Background: an optimization exercise with open tools, aiming at small area, a short achievable clock period and few clock cycles. Do not read the settings as production practice.
Where RTL was checked, it was by simulation tests only, not by an equivalence proof against the original.
Power is estimated from default activity; no workload was simulated.

onyx:
==> module codma_top, before the edit <==
module codma_top(
    input  logic                         clk_i,
    input  logic                         reset_n_i,
    input  logic                         start_i,
    input  logic [codma_pkg::ADDR_W-1:0] task_pointer_i,
    input  logic [codma_pkg::ADDR_W-1:0] status_pointer_i,
    output logic                         busy_o,
    output logic                         irq_o,
    output logic                         bus_req_o,
    output logic                         bus_we_o,
    output logic [codma_pkg::ADDR_W-1:0] bus_addr_o,
    output logic [codma_pkg::DATA_W-1:0] bus_wdata_o,
    input  logic [codma_pkg::DATA_W-1:0] bus_rdata_i,
    input  logic                         bus_ack_i,
    input  logic                         bus_error_i
);
    logic fetch_r;      
    logic pend_r;       
    logic read_r;       
    logic write_r;      
    logic fin_r;        
    logic busy_r;
    logic req_r;        
    logic we_r;
    logic irq_r;
    logic pend_err_r;   
    logic burst_r;      
    logic [2:0]  cnt_r;
    logic [31:0] addr_r;     
    logic [31:0] addr_o_r;   
    logic [31:0] next_r;     
    logic [29:0] words_r;    
    logic        last_r;     
    logic [31:0] buf_r [8];  
    logic resp;
    logic desc_last;
    logic desc_ok;
    logic pkt_last;
    logic copy;
    logic copy_end;
    logic fin_end, fin_retry;
    logic sel_sp, sel_next, step;
    logic s_tp, s_sp, s_nx, s_inc;
    logic [31:0] addr_carry;   
    logic [29:0] words_zero;   
    logic        dec;
    assign resp      = bus_ack_i | bus_error_i;
    assign desc_last = fetch_r && (cnt_r[1:0] == 2'd3);
    assign desc_ok   = (bus_rdata_i != 32'd0) &&
                       (buf_r[5][31:1] == 31'd0) &&
                       (buf_r[5][0] ? (bus_rdata_i[4:0] == 5'd0) : (bus_rdata_i[1:0] == 2'd0));
    assign pkt_last  = !burst_r || (cnt_r == 3'd7);
    assign copy      = read_r || write_r;
    assign copy_end  = (write_r && bus_ack_i && last_r) || (copy && bus_error_i);
    assign fin_end   = fin_r && (bus_ack_i || (bus_error_i && buf_r[0][1]));
    assign fin_retry = fin_r && bus_error_i && !buf_r[0][1];
    assign busy_o      = busy_r;
    assign irq_o       = irq_r;
    assign bus_req_o   = req_r;
    assign bus_we_o    = we_r;
    assign bus_addr_o  = addr_o_r;
    assign bus_wdata_o = buf_r[0];
    always_ff @(posedge clk_i or negedge reset_n_i) begin
        if (!reset_n_i) begin
            fetch_r <= 1'b0;
            pend_r  <= 1'b0;
            read_r  <= 1'b0;
            write_r <= 1'b0;
            fin_r   <= 1'b0;
            busy_r  <= 1'b0;
            req_r   <= 1'b0;
            we_r    <= 1'b0;
            irq_r   <= 1'b0;
        end else begin
            irq_r <= fin_end;
            if (!busy_r) begin
                if (start_i) begin
                    busy_r  <= 1'b1;
                    req_r   <= 1'b1;
                    fetch_r <= 1'b1;
                end
            end else if (fetch_r) begin
                if (bus_error_i) begin
                    fetch_r <= 1'b0;
                    fin_r   <= 1'b1;
                    we_r    <= 1'b1;
                end else if (bus_ack_i && desc_last) begin
                    fetch_r <= 1'b0;
                    pend_r  <= desc_ok;
                    fin_r   <= !desc_ok;
                    we_r    <= 1'b1;
                end
            end else if (pend_r) begin
                if (resp) begin
                    pend_r <= 1'b0;
                    read_r <= 1'b1;
                    we_r   <= 1'b0;
                end
            end else if (copy) begin
                if (copy_end) begin
                    read_r  <= 1'b0;
                    write_r <= 1'b0;
                    fin_r   <= 1'b1;
                    we_r    <= 1'b1;
                end else if (bus_ack_i && pkt_last) begin
                    read_r  <= write_r;
                    write_r <= read_r;
                    we_r    <= read_r;
                end
            end else if (fin_end) begin
                fin_r  <= 1'b0;
                busy_r <= 1'b0;
                req_r  <= 1'b0;
                we_r   <= 1'b0;
            end
        end
    end
    assign sel_sp   = (fetch_r && (bus_error_i || (bus_ack_i && desc_last))) ||
                      copy_end || pend_r || fin_r;
    assign sel_next = copy && bus_ack_i && pkt_last;
    assign step     = bus_ack_i;
    always_comb begin
        logic grp;
        addr_carry = '0;
        grp = 1'b1;
        for (int g = 2; g < 32; g += 4) begin
            addr_carry[g] = grp;
            for (int i = g + 1; i < g + 4 && i < 32; i++) begin
                addr_carry[i] = addr_carry[i - 1] & addr_r[i - 1];
            end
            grp = grp & (&addr_r[g +: 4]);
        end
        words_zero = '0;
        grp = 1'b1;
        for (int g = 0; g < 30; g += 4) begin
            words_zero[g] = grp;
            for (int i = g + 1; i < g + 4 && i < 30; i++) begin
                words_zero[i] = words_zero[i - 1] & !words_r[i - 1];
            end
            grp = grp & ~(|words_r[g +: 4]);
        end
    end
    assign s_tp  = !busy_r;
    assign s_nx  = busy_r && ((pend_r && resp) || (sel_next && !copy_end));
    assign s_sp  = busy_r && !(pend_r && resp) && sel_sp;
    assign s_inc = busy_r && !s_nx && !s_sp;
    logic [31:0] addr_d;
    assign addr_d = ({32{s_tp}}  & task_pointer_i) |
                  ({32{s_sp}}  & status_pointer_i) |
                  ({32{s_nx}}  & next_r) |
                  ({32{s_inc}} & (addr_r ^ ({32{step}} & addr_carry)));
    always_ff @(posedge clk_i) begin
        addr_r   <= addr_d;
        addr_o_r <= addr_d;
    end
    always_ff @(posedge clk_i) begin
        if (desc_last || (pend_r && resp)) begin
            next_r <= buf_r[6];
        end else if (sel_next) begin
            next_r <= addr_r ^ ({32{step}} & addr_carry);   
        end
    end
    always_ff @(posedge clk_i) begin
        if (!busy_r || pend_r) begin
            cnt_r <= 3'd0;
        end else begin
            cnt_r <= cnt_r + {2'd0, bus_ack_i};
        end
    end
    always_ff @(posedge clk_i) begin
        if (!busy_r) begin
            pend_err_r <= 1'b0;
        end else if (pend_r && bus_error_i) begin
            pend_err_r <= 1'b1;
        end
    end
    assign dec = write_r && bus_ack_i;
    always_ff @(posedge clk_i) begin
        if (desc_last) begin
            words_r <= bus_rdata_i[31:2];
            last_r  <= (bus_rdata_i[31:2] == 30'd1);
            burst_r <= buf_r[5][0];
        end else begin
            words_r <= words_r ^ ({30{dec}} & words_zero);
            if (write_r && bus_ack_i) begin
                last_r <= (words_r == 30'd2);
            end
        end
    end
    logic        b0_code, b0_rd, b0_sh, b0_hold;
    logic        code_pend, code_done;
    logic [31:0] code;
    assign b0_code   = (fetch_r && bus_error_i) || (desc_last && bus_ack_i) || copy_end || fin_retry;
    assign code_pend = desc_last && bus_ack_i && desc_ok;
    assign code_done = copy_end && !bus_error_i && !pend_err_r;
    assign code      = {30'd0, !code_pend && !code_done, code_pend};
    assign b0_rd     = !b0_code && read_r && bus_ack_i && !burst_r;
    assign b0_sh     = !b0_code && !b0_rd && resp;
    assign b0_hold   = !b0_code && !resp;
    always_ff @(posedge clk_i) begin
        if (resp) begin
            for (int i = 1; i < 7; i++) begin
                buf_r[i] <= buf_r[i + 1];
            end
            buf_r[7] <= bus_rdata_i;
        end
        buf_r[0] <= ({32{b0_code}} & code) |
                    ({32{b0_rd}}   & bus_rdata_i) |
                    ({32{b0_sh}}   & buf_r[1]) |
                    ({32{b0_hold}} & buf_r[0]);
    end
endmodule
clock: 6.0 ns
lec_check: 0
cap_margin: 20
core_margin: 2
core_utilization: 55
place_density: 0.75
setup_slack_margin: 3.6
slew_margin: 20
buffer_ports_args: -buffer_cell sky130_fd_sc_hd__buf_1
cts_args: -sink_clustering_enable -repair_clock_nets -dont_use_dummy_load -sink_clustering_size 16 -sink_clustering_max_diameter 80 -buf_list sky130_fd_sc_hd__clkbuf_8
standard.sh (not shown) runs the stock make flow with config.mk's settings and CLKGATE_MAP_FILE= SYNTH_SCRIPT=/design/flow/synth_recipe.tcl, a recipe that flattens the netlist after the stock synthesis.
==> flow/flow/run.sh <==
#!/bin/bash
# The standard layout (the standard.sh) with two changes: every port is buffered with
# sky130_fd_sc_hd__buf_1 instead of the cell buffer_ports picks by itself, and clock tree
# synthesis inserts no dummy loads and uses the clustering below. The make output goes to
# standard.log in this folder.
set -euo pipefail
cat >> config.mk <<'EOC'
export BUFFER_PORTS_ARGS = -buffer_cell sky130_fd_sc_hd__buf_1
export CTS_ARGS = -sink_clustering_enable -repair_clock_nets -dont_use_dummy_load -sink_clustering_size 16 -sink_clustering_max_diameter 80 -buf_list sky130_fd_sc_hd__clkbuf_8
EOC
bash standard.sh > standard.log 2>&1
The following lists how sierra was set up differently from onyx:
-- flow/design.v --
<<< onyx, line 66
    logic [2:0]  cnt_r;
    logic [31:0] addr_r;     
    logic [31:0] addr_o_r;   
    logic [31:0] next_r;     
    logic [29:0] words_r;    
>>> sierra, line 66
    logic [2:0]  cnt_r;
    logic [31:0] addr_r;     
    logic [31:0] next_r;     
    logic [29:0] words_r;    
<<< onyx, line 97
    assign bus_req_o   = req_r;
    assign bus_we_o    = we_r;
    assign bus_addr_o  = addr_o_r;
    assign bus_wdata_o = buf_r[0];
    always_ff @(posedge clk_i or negedge reset_n_i) begin
>>> sierra, line 96
    assign bus_req_o   = req_r;
    assign bus_we_o    = we_r;
    assign bus_addr_o  = addr_r;
    assign bus_wdata_o = buf_r[0];
    always_ff @(posedge clk_i or negedge reset_n_i) begin
<<< onyx, line 183
    assign s_sp  = busy_r && !(pend_r && resp) && sel_sp;
    assign s_inc = busy_r && !s_nx && !s_sp;
    logic [31:0] addr_d;
    assign addr_d = ({32{s_tp}}  & task_pointer_i) |
                  ({32{s_sp}}  & status_pointer_i) |
                  ({32{s_nx}}  & next_r) |
                  ({32{s_inc}} & (addr_r ^ ({32{step}} & addr_carry)));
    always_ff @(posedge clk_i) begin
        addr_r   <= addr_d;
        addr_o_r <= addr_d;
    end
    always_ff @(posedge clk_i) begin
>>> sierra, line 182
    assign s_sp  = busy_r && !(pend_r && resp) && sel_sp;
    assign s_inc = busy_r && !s_nx && !s_sp;
    always_ff @(posedge clk_i) begin
        addr_r <= ({32{s_tp}}  & task_pointer_i) |
                  ({32{s_sp}}  & status_pointer_i) |
                  ({32{s_nx}}  & next_r) |
                  ({32{s_inc}} & (addr_r ^ ({32{step}} & addr_carry)));
    end
    always_ff @(posedge clk_i) begin
Notes after the runs:
On clock latency on the worst-skew pair, onyx and sierra are neck and neck.
On net total in the final layout, onyx and sierra are basically level.
Power density over the cells sits lower in sierra than in onyx.
~same count of unresolved DRC violations after routing in onyx and sierra
Comparing onyx against sierra, there is no change at all in chip height.
Routed wire in sierra totals less than in onyx.
Going from onyx to sierra, sequential cell area share now sits at about the same level; critical path depth in cells now sits lower.
Testbench counts of sierra, summed over its fixed seeds: cycles 33,685.
Function not checked in onyx: the RTL went through the layout flow alone.

[afterwards: timing with drivers on the ports]
The flow's constraints put no driver on any port. The routed layouts listed below were extracted and timed again, unchanged, in two steps.
Step 1, drivers: a clkbuf_16 drives clk_i and a buf_2 each remaining input, both assumed.
Step 2 moves the port delays by t, midway between the first and last clock arrival at a register: inputs arrive t later, outputs are due t later. That takes back most of the time a late clock gives input paths.
a / b / c = no drivers / after step 1 / after step 2; a / b = the first two.
| run | t (ns) | setup WS [ns] | worst setup path after step 2 | clock arrival spread, ns | worst data-port slew with drivers (ns) |
|---|---|---|---|---|---|
| onyx | 0.599 | 3.612 / 3.595 / 3.028 | input to register | 0.036 / 0.035 | 0.05 |
| sierra | 0.606 | 3.640 / 3.595 / 3.058 | input to register | 0.032 / 0.032 | 0.04 |
After both steps every run listed still meets setup and hold. The setup slack of onyx, which loses most, moves by -0.017 ns with the drivers and by -0.584 ns with both steps.
